This is an optimization exercise on Yosys and OpenROAD, whose aim is small area, not a production implementation.
Only simulation tests tie the RTL to the original design; equivalence was not proved.
Power is estimated from default activity; no workload was simulated.

==> exp/garnet: inputs <==
Design dispatch_buffer, start of the top module:
module dispatch_buffer (
  input  logic          clk,
  input  logic          rst,
  input  logic          flush,
  input  logic          in_valid,
  output logic          in_ready,
  input  logic [7:0]    in_op,
  input  logic [31:0]   in_pc,
  input  logic [31:0]   in_imm,
  input  logic [31:0]   in_datax,
  input  logic [31:0]   in_datay,
  input  logic [2:0]    in_tagx,
  input  logic [2:0]    in_tagy,
  input  logic [2:0]    in_tagw,
  input  logic [4:0]    in_addrw,
  input  logic [2:0]    wb_en,
  input  logic [8:0]    wb_tag,
  input  logic [95:0]   wb_data,
  input  logic [3:0]    unit_busy,
  output logic [3:0]    iss_en,
  output logic [3:0]    iss_op,
  output logic [31:0]   iss_pc,
  output logic [31:0]   iss_imm,
  output logic [31:0]   iss_datax,
  output logic [31:0]   iss_datay,
  output logic [2:0]    iss_tagx,
  output logic [2:0]    iss_tagy,
  output logic [2:0]    iss_tagw,
  output logic [4:0]    iss_addrw,
  output logic          ren_en,
  output logic [4:0]    ren_addr,
  output logic [2:0]    ren_tag,
  output logic [2:0]    count
);
clock: 5.0 ns
lec_check: 0
cap_margin: 0
core_margin: 2
core_utilization: 40
cts_buf_list: sky130_fd_sc_hd__clkbuf_4 sky130_fd_sc_hd__clkbuf_8
cts_cluster_diameter: 60
cts_cluster_size: 18
slew_margin: 0
standard.sh (not shown) runs the stock make flow with config.mk's settings and CLKGATE_MAP_FILE= SYNTH_SCRIPT=/design/flow/synth_recipe.tcl, a recipe that flattens the netlist after the stock synthesis.
==> flow/flow/run.sh <==
#!/bin/bash
# The standard layout with two changes:
#  - synthesis maps the logic with an area-oriented ABC script (flow/abc.script) in place of
#    ORFS's delay-oriented one; the rest of synthesis (register names and cells) is unchanged;
#  - every input and output port still gets its own buffer, but a sky130_fd_sc_hd__buf_1
#    instead of the delay cell buffer_ports picks by default.
set -euo pipefail
W=$(pwd)
rm -rf "$W/scripts_area"
cp -r "$FLOW_HOME/scripts" "$W/scripts_area"
cp "$W/flow/abc.script" "$W/scripts_area/abc_speed.script"
sed 's#^make -C #make SCRIPTS_DIR='"$W"'/scripts_area -C #' standard.sh > standard_area.sh
grep -q 'SCRIPTS_DIR=' standard_area.sh
bash standard_area.sh synth > synth.log 2>&1
export BUFFER_PORTS_ARGS="-buffer_cell sky130_fd_sc_hd__buf_1"
bash standard.sh > layout.log 2>&1
==> flow/flow/abc.script <==
strash
dc2
dc2
dch -f
amap -F 20 -A 20
==> inputs of exp/xenon, as changes to exp/garnet <==
==> flow/flow/run.sh (replaced) <==
#!/bin/bash
# The standard layout, except that synthesis maps the logic with an area-oriented ABC
# script (flow/abc.script) in place of ORFS's delay-oriented one. Everything else, including
# the rest of synthesis (register names and cells), is ORFS's own scripts unchanged.
set -euo pipefail
W=$(pwd)
rm -rf "$W/scripts_area"
cp -r "$FLOW_HOME/scripts" "$W/scripts_area"
cp "$W/flow/abc.script" "$W/scripts_area/abc_speed.script"
sed 's#^make -C #make SCRIPTS_DIR='"$W"'/scripts_area -C #' standard.sh > standard_area.sh
grep -q 'SCRIPTS_DIR=' standard_area.sh
bash standard_area.sh synth > synth.log 2>&1
bash standard.sh > layout.log 2>&1
==> flow/flow/abc.script (replaced) <==
strash
dc2
dch -f
amap
CAP_MARGIN = 20   (was 0)
CTS_BUF_LIST = unset   (was sky130_fd_sc_hd__clkbuf_4 sky130_fd_sc_hd__clkbuf_8)
CTS_CLUSTER_DIAMETER = unset   (was 60)
CTS_CLUSTER_SIZE = unset   (was 18)
SLEW_MARGIN = 20   (was 0)
==> comparison table <==
quantity                                                           exp/xenon               exp/garnet
Run status                                           complete, no violations  complete, no violations
Multi-input gate share of total cell area                              34.8%                    38.7%
H-tree levels                                                              3                        2
Wire length reported by the detailed router                           123 mm                   118 mm
Iteration-0 DRC count of the detailed router                            4077                     6537
Worst reg2reg path endpoint                                       q_dx[3][6]               count_q[2]
Site row count                                                            93                       91
Seq/total area                                                         34.7%                    40.1%
Sequential area share after synthesis                                  47.1%                    48.6%
Top fanout value on the critical path                                     22                       24
Switch Pwr                                                           8.80 mW                  8.69 mW
Area share of the largest cell type after synthesis                    46.3%                    47.8%
Fmax                                                               0.228 GHz                0.257 GHz

========
==> inputs of run E <==
==> flow/design.v <==
package dispatch_buffer_pkg;
  localparam int DB_XLEN  = 32;
  localparam int DB_AW    = 32;
  localparam int DB_TAG_W = 3;
  localparam int DB_NALU  = 2;
  localparam logic [3:0] CLS_ALU_A  = 4'b0001;
  localparam logic [3:0] CLS_ALU_B  = 4'b0010;
  localparam logic [3:0] CLS_ALU_C  = 4'b0101;
  localparam logic [3:0] CLS_ALU_D  = 4'b1101;
  localparam logic [3:0] CLS_STORE  = 4'b0011;
  localparam logic [3:0] CLS_LOAD   = 4'b1001;
  localparam logic [3:0] CLS_BRANCH = 4'b0100;
  localparam logic [1:0] KC_NOP = 2'b00;
  localparam logic [1:0] KC_ALU = 2'b01;
  localparam logic [1:0] KC_LS  = 2'b10;
  localparam logic [1:0] KC_BR  = 2'b11;
endpackage
module dispatch_wakeup #(
  parameter int TAG_W = 3,
  parameter int NWB   = 3
) (
  input  logic [TAG_W-1:0]     tag_in,
  input  logic [NWB-1:0]       wb_vld,    
  input  logic [NWB*TAG_W-1:0] wb_tag,
  output logic [NWB-1:0]       hit,       
  output logic                 any
);
  logic [NWB-1:0] m;
  always_comb begin
    for (int k = 0; k < NWB; k++)
      m[k] = wb_vld[k] && (wb_tag[k*TAG_W +: TAG_W] == tag_in);
    hit[0] = m[0];
    hit[1] = m[1] & ~m[0];
    hit[2] = m[2] & ~m[1] & ~m[0];
  end
  assign any = |m;
endmodule
import dispatch_buffer_pkg::*;
module dispatch_buffer (
  input  logic          clk,
  input  logic          rst,
  input  logic          flush,
  input  logic          in_valid,
  output logic          in_ready,
  input  logic [7:0]    in_op,
  input  logic [31:0]   in_pc,
  input  logic [31:0]   in_imm,
  input  logic [31:0]   in_datax,
  input  logic [31:0]   in_datay,
  input  logic [2:0]    in_tagx,
  input  logic [2:0]    in_tagy,
  input  logic [2:0]    in_tagw,
  input  logic [4:0]    in_addrw,
  input  logic [2:0]    wb_en,
  input  logic [8:0]    wb_tag,
  input  logic [95:0]   wb_data,
  input  logic [3:0]    unit_busy,
  output logic [3:0]    iss_en,
  output logic [3:0]    iss_op,
  output logic [31:0]   iss_pc,
  output logic [31:0]   iss_imm,
  output logic [31:0]   iss_datax,
  output logic [31:0]   iss_datay,
  output logic [2:0]    iss_tagx,
  output logic [2:0]    iss_tagy,
  output logic [2:0]    iss_tagw,
  output logic [4:0]    iss_addrw,
  output logic          ren_en,
  output logic [4:0]    ren_addr,
  output logic [2:0]    ren_tag,
  output logic [2:0]    count
);
  localparam int D  = 4;
  localparam int SW = 4 + 2 + 1 + 32 + 32 + 5;    
  logic [SW-1:0] q_s  [D];
  logic [31:0]   q_dx [D];
  logic [31:0]   q_dy [D];
  logic [2:0]    q_tx [D];
  logic [2:0]    q_ty [D];
  logic [2:0]    q_tw [D];
  logic       off;       
  logic [2:0] count_q;
  logic [2:0] wb_vld;
  for (genvar k = 0; k < 3; k++) begin : g_wbv
    assign wb_vld[k] = wb_en[k] && (wb_tag[3*k +: 3] != 3'd0);
  end
  wire [31:0] wb0 = wb_data[31:0];
  wire [31:0] wb1 = wb_data[63:32];
  wire [31:0] wb2 = wb_data[95:64];
  logic [1:0] in_kc;
  logic       in_ld, in_st;
  always_comb begin
    in_kc = KC_NOP;
    in_ld = 1'b0;
    in_st = 1'b0;
    case (in_op[7:4])
      CLS_ALU_A, CLS_ALU_B, CLS_ALU_C, CLS_ALU_D: in_kc = KC_ALU;
      CLS_LOAD:   begin in_kc = KC_LS; in_ld = 1'b1; end
      CLS_STORE:  begin in_kc = KC_LS; in_st = 1'b1; end
      CLS_BRANCH: in_kc = KC_BR;
      default: ;
    endcase
  end
  wire [SW-1:0] in_s = {in_op[3:0], in_kc, in_ld, in_pc, in_imm, in_addrw};
  logic [2:0] ihx, ihy, ihw;
  logic       iax, iay, iaw;
  dispatch_wakeup u_iwx (.tag_in(in_tagx), .wb_vld(wb_vld), .wb_tag(wb_tag), .hit(ihx), .any(iax));
  dispatch_wakeup u_iwy (.tag_in(in_tagy), .wb_vld(wb_vld), .wb_tag(wb_tag), .hit(ihy), .any(iay));
  dispatch_wakeup u_iww (.tag_in(in_tagw), .wb_vld(wb_vld), .wb_tag(wb_tag), .hit(ihw), .any(iaw));
  wire [2:0] in_tx_w = iax ? 3'd0 : in_tagx;
  wire [2:0] in_ty_w = iay ? 3'd0 : in_tagy;
  wire [2:0] in_tw_w = (iaw || in_st) ? 3'd0 : in_tagw;
  logic push;
  assign in_ready = ~count_q[2] & ~flush;
  assign push     = in_valid & in_ready;
  assign count    = count_q;
  logic [2:0] hx [D], hy [D], hw [D];
  logic       ax [D], ay [D], aw [D];
  for (genvar e = 0; e < D; e++) begin : g_wk
    dispatch_wakeup u_wx (.tag_in(q_tx[e]), .wb_vld(wb_vld), .wb_tag(wb_tag), .hit(hx[e]), .any(ax[e]));
    dispatch_wakeup u_wy (.tag_in(q_ty[e]), .wb_vld(wb_vld), .wb_tag(wb_tag), .hit(hy[e]), .any(ay[e]));
    dispatch_wakeup u_ww (.tag_in(q_tw[e]), .wb_vld(wb_vld), .wb_tag(wb_tag), .hit(hw[e]), .any(aw[e]));
  end
  for (genvar e = 0; e < D; e++) begin : g_slot
    logic pe, keep, shf;
    assign pe   = push && (count_q[1:0] == 2'(e));
    assign keep = ~pe & ~off;
    if (e < D - 1) begin : g_shift
      assign shf = ~pe & off;
    end else begin : g_last
      assign shf = 1'b0;
    end
    wire [SW-1:0] up_s  = (e < D - 1) ? q_s [(e + 1) % D] : '0;
    wire [31:0]   up_dx = (e < D - 1) ? q_dx[(e + 1) % D] : '0;
    wire [31:0]   up_dy = (e < D - 1) ? q_dy[(e + 1) % D] : '0;
    wire [2:0]    up_tx = (e < D - 1) ? q_tx[(e + 1) % D] : '0;
    wire [2:0]    up_ty = (e < D - 1) ? q_ty[(e + 1) % D] : '0;
    wire [2:0]    up_tw = (e < D - 1) ? q_tw[(e + 1) % D] : '0;
    wire [2:0]    up_hx = (e < D - 1) ? hx[(e + 1) % D] : '0;
    wire [2:0]    up_hy = (e < D - 1) ? hy[(e + 1) % D] : '0;
    wire          up_ax = (e < D - 1) ? ax[(e + 1) % D] : 1'b0;
    wire          up_ay = (e < D - 1) ? ay[(e + 1) % D] : 1'b0;
    wire          up_aw = (e < D - 1) ? aw[(e + 1) % D] : 1'b0;
    wire kx = keep & ~ax[e], ux = shf & ~up_ax;
    wire ky = keep & ~ay[e], uy = shf & ~up_ay;
    wire kw = keep & ~aw[e], uw = shf & ~up_aw;
    wire       ix = pe & ~iax, iy = pe & ~iay;
    wire [2:0] wx = ({3{pe}} & ihx) | ({3{keep}} & hx[e]) | ({3{shf}} & up_hx);
    wire [2:0] wy = ({3{pe}} & ihy) | ({3{keep}} & hy[e]) | ({3{shf}} & up_hy);
    always_ff @(posedge clk) begin
      q_s[e]  <= ({SW{pe}} & in_s) | ({SW{keep}} & q_s[e]) | ({SW{shf}} & up_s);
      q_dx[e] <= ({32{ix}} & in_datax) | ({32{kx}} & q_dx[e]) | ({32{ux}} & up_dx) |
                 ({32{wx[0]}} & wb0) | ({32{wx[1]}} & wb1) | ({32{wx[2]}} & wb2);
      q_dy[e] <= ({32{iy}} & in_datay) | ({32{ky}} & q_dy[e]) | ({32{uy}} & up_dy) |
                 ({32{wy[0]}} & wb0) | ({32{wy[1]}} & wb1) | ({32{wy[2]}} & wb2);
      q_tx[e] <= ({3{pe}} & in_tx_w) | ({3{kx}} & q_tx[e]) | ({3{ux}} & up_tx);
      q_ty[e] <= ({3{pe}} & in_ty_w) | ({3{ky}} & q_ty[e]) | ({3{uy}} & up_ty);
      q_tw[e] <= ({3{pe}} & in_tw_w) | ({3{kw}} & q_tw[e]) | ({3{uw}} & up_tw);
    end
  end
  logic [1:0] h_kc;
  logic [3:0] free_u, sel;
  logic       head_vld, do_iss, pop;
  assign h_kc     = off ? q_s[1][SW-5 -: 2] : q_s[0][SW-5 -: 2];
  assign head_vld = (count_q != 3'd0);
  assign free_u   = ~unit_busy & ~iss_en;
  always_comb begin
    sel = 4'b0000;
    case (h_kc)
      KC_ALU: begin
        sel[0] = free_u[0];
        sel[1] = ~free_u[0] & free_u[1];
      end
      KC_LS:  sel[2] = free_u[2];
      KC_BR:  sel[3] = free_u[3];
      default: ;
    endcase
  end
  assign do_iss = head_vld & ~flush & (|sel);
  assign pop    = head_vld & ~flush & ((h_kc == KC_NOP) | (|sel));
  always_ff @(posedge clk or negedge rst) begin
    if (!rst) begin
      off     <= 1'b0;
      count_q <= 3'd0;
      iss_en  <= 4'd0;
    end else begin
      iss_en <= do_iss ? sel : 4'd0;
      off    <= pop;
      if (flush) begin
        count_q <= 3'd0;
      end else begin
        case ({push, pop})
          2'b10:   count_q <= count_q + 3'd1;
          2'b01:   count_q <= count_q - 3'd1;
          default: ;
        endcase
      end
    end
  end
  logic [3:0] o_op;
  logic [1:0] o_kc;
  logic       o_ld;
  assign {o_op, o_kc, o_ld, iss_pc, iss_imm, iss_addrw} = q_s[0];
  assign iss_op    = o_op;
  assign iss_datax = q_dx[0];
  assign iss_datay = q_dy[0];
  assign iss_tagx  = q_tx[0];
  assign iss_tagy  = q_ty[0];
  assign iss_tagw  = q_tw[0];
  assign ren_en    = iss_en[0] | iss_en[1] | (iss_en[2] & o_ld);
  assign ren_addr  = iss_addrw;
  assign ren_tag   = {1'b0, iss_en[1] | iss_en[2], iss_en[0] | iss_en[2]};
endmodule
==> flow/flow/run.sh <==
#!/bin/bash
# The standard layout with two changes:
#  - synthesis maps the logic with an area-oriented ABC script (flow/abc.script) in place of
#    ORFS's delay-oriented one; the rest of synthesis (register names and cells) is unchanged;
#  - every input and output port still gets its own buffer, but a sky130_fd_sc_hd__buf_1
#    instead of the delay cell buffer_ports picks by default;
#  - clock tree synthesis uses clkbuf_4/clkbuf_8 in small clusters and adds no dummy loads.
set -euo pipefail
W=$(pwd)
rm -rf "$W/scripts_area"
cp -r "$FLOW_HOME/scripts" "$W/scripts_area"
cp "$W/flow/abc.script" "$W/scripts_area/abc_speed.script"
sed 's#^make -C #make SCRIPTS_DIR='"$W"'/scripts_area -C #' standard.sh > standard_area.sh
grep -q 'SCRIPTS_DIR=' standard_area.sh
bash standard_area.sh synth > synth.log 2>&1
export BUFFER_PORTS_ARGS="-buffer_cell sky130_fd_sc_hd__buf_1"
export CTS_ARGS="-sink_clustering_enable -repair_clock_nets -dont_use_dummy_load -sink_clustering_size 14 -sink_clustering_max_diameter 50 -buf_list {sky130_fd_sc_hd__clkbuf_4 sky130_fd_sc_hd__clkbuf_8}"
bash standard.sh > layout.log 2>&1
==> flow/flow/abc.script <==
strash
dc2
dc2
dch -f
amap -F 20 -A 20
==> flow/standard.sh <==
#!/bin/bash
# synth_recipe.tcl (not shown) runs the flow's synth.tcl, then flattens the netlist and writes it again
# the make line also repeats each setting of config.mk as NAME=value (left out here)
make -C /OpenROAD-flow-scripts/flow DESIGN_CONFIG=/design/flow/config.mk WORK_HOME=/design/flow/orfs CLKGATE_MAP_FILE= SYNTH_SCRIPT=/design/flow/synth_recipe.tcl "${@:-finish}"
==> flow/config.mk <==
export PLATFORM = sky130hd
export DESIGN_NAME = dispatch_buffer
export DESIGN_NICKNAME = dispatch_buffer
export VERILOG_FILES = /design/flow/design.v
export SDC_FILE = /design/flow/constraint.sdc
export NUM_CORES = 4
export LEC_CHECK = 0
export CAP_MARGIN = 10
export CORE_MARGIN = 2
export CORE_UTILIZATION = 55
export SLEW_MARGIN = 10
==> flow/constraint.sdc <==
create_clock -name core_clock -period 5.0 [get_ports {clk}]
set_input_delay 1.0000 -clock core_clock [delete_from_list [all_inputs] [get_ports {clk}]]
set_output_delay 1.0000 -clock core_clock [all_outputs]
set_load 0.01 [all_outputs]
==> run M: changes against run E <==
- CAP_MARGIN: 10 -> 0
- CORE_UTILIZATION: 55 -> 50
- SLEW_MARGIN: 10 -> 0
==> summary.md <==
| Metric | Value |
|---|---|
| Share of post-route cells with drive strength above 1 | 0.0705 |
| Final Skew | around 0.06 ns |
| Die X | ~220 um |
| Period utilization | 0.825 |
| Fillers | 3808 |
| Final wirelength | 110 mm |
| Crit-path most repeated cell | a222oi_1 |
| Outcome | finished clean |
| Post-Place Cell Area | 28500 um2 |
| Starting DRT DRC Count | a little over 7000 |
| Measured slew at the worst slew-check pin | 1.32 ns |
| Achievable Freq | 0.242 GHz |
| Clock share of power | 0.134 |
| Placed insts | roughly 3600 |
| GRT met1 Usage | 0.542 |
| Peak supply drop | 363 uV |
(the above is from run E)
==> summary.md <==
| Metric | Value |
|---|---|
| Final Skew | 0.0880 ns |
| Peak supply drop | 372 uV |
| Fillers | 4388 |
| Achievable Freq | 0.260 GHz |
| Post-Place Cell Area | between 20000 and 30000 um2 |
| Period utilization | 0.769 |
| Outcome | finished clean |
| Clock share of power | 0.135 |
| Placed insts | 3624 |
| Measured slew at the worst slew-check pin | 1.36 ns |
| Share of post-route cells with drive strength above 1 | 0.0736 |
| GRT met1 Usage | 0.519 |
(the above is from run M)

-- what the ideal ports hide --
No port has a modelled driver above. Below, the same layouts with a new extraction and two added sets of constraints. Step 1 (the two cells are an assumption about what drives the block):
set clk [get_ports {clk}]
set_driving_cell -lib_cell sky130_fd_sc_hd__clkbuf_16 $clk
set_driving_cell -lib_cell sky130_fd_sc_hd__buf_2 [delete_from_list [all_inputs] $clk]
Step 2 moves the port delays by t, midway between the first and last clock arrival at a register: inputs arrive t later, outputs are due t later. That takes back most of the time a late clock gives input paths. a / b / c = ideal ports / drivers / drivers and shift; a / b = the first two.
run	shift t [ns]	setup slack, ns	worst setup path after step 2
exp/garnet	0.751	1.106 / 1.138 / 0.387	input to register
exp/xenon	0.676	0.612 / 0.631 / -0.045	input to register
run E	0.741	0.874 / 0.902 / 0.161	input to register
run M	0.719	1.153 / 1.193 / 0.474	input to register
With both steps, setup timing fails in exp/xenon, where it was met with ideal ports. The setup slack of exp/garnet, which loses most, moves by +0.032 ns with the drivers and by -0.719 ns with both steps.
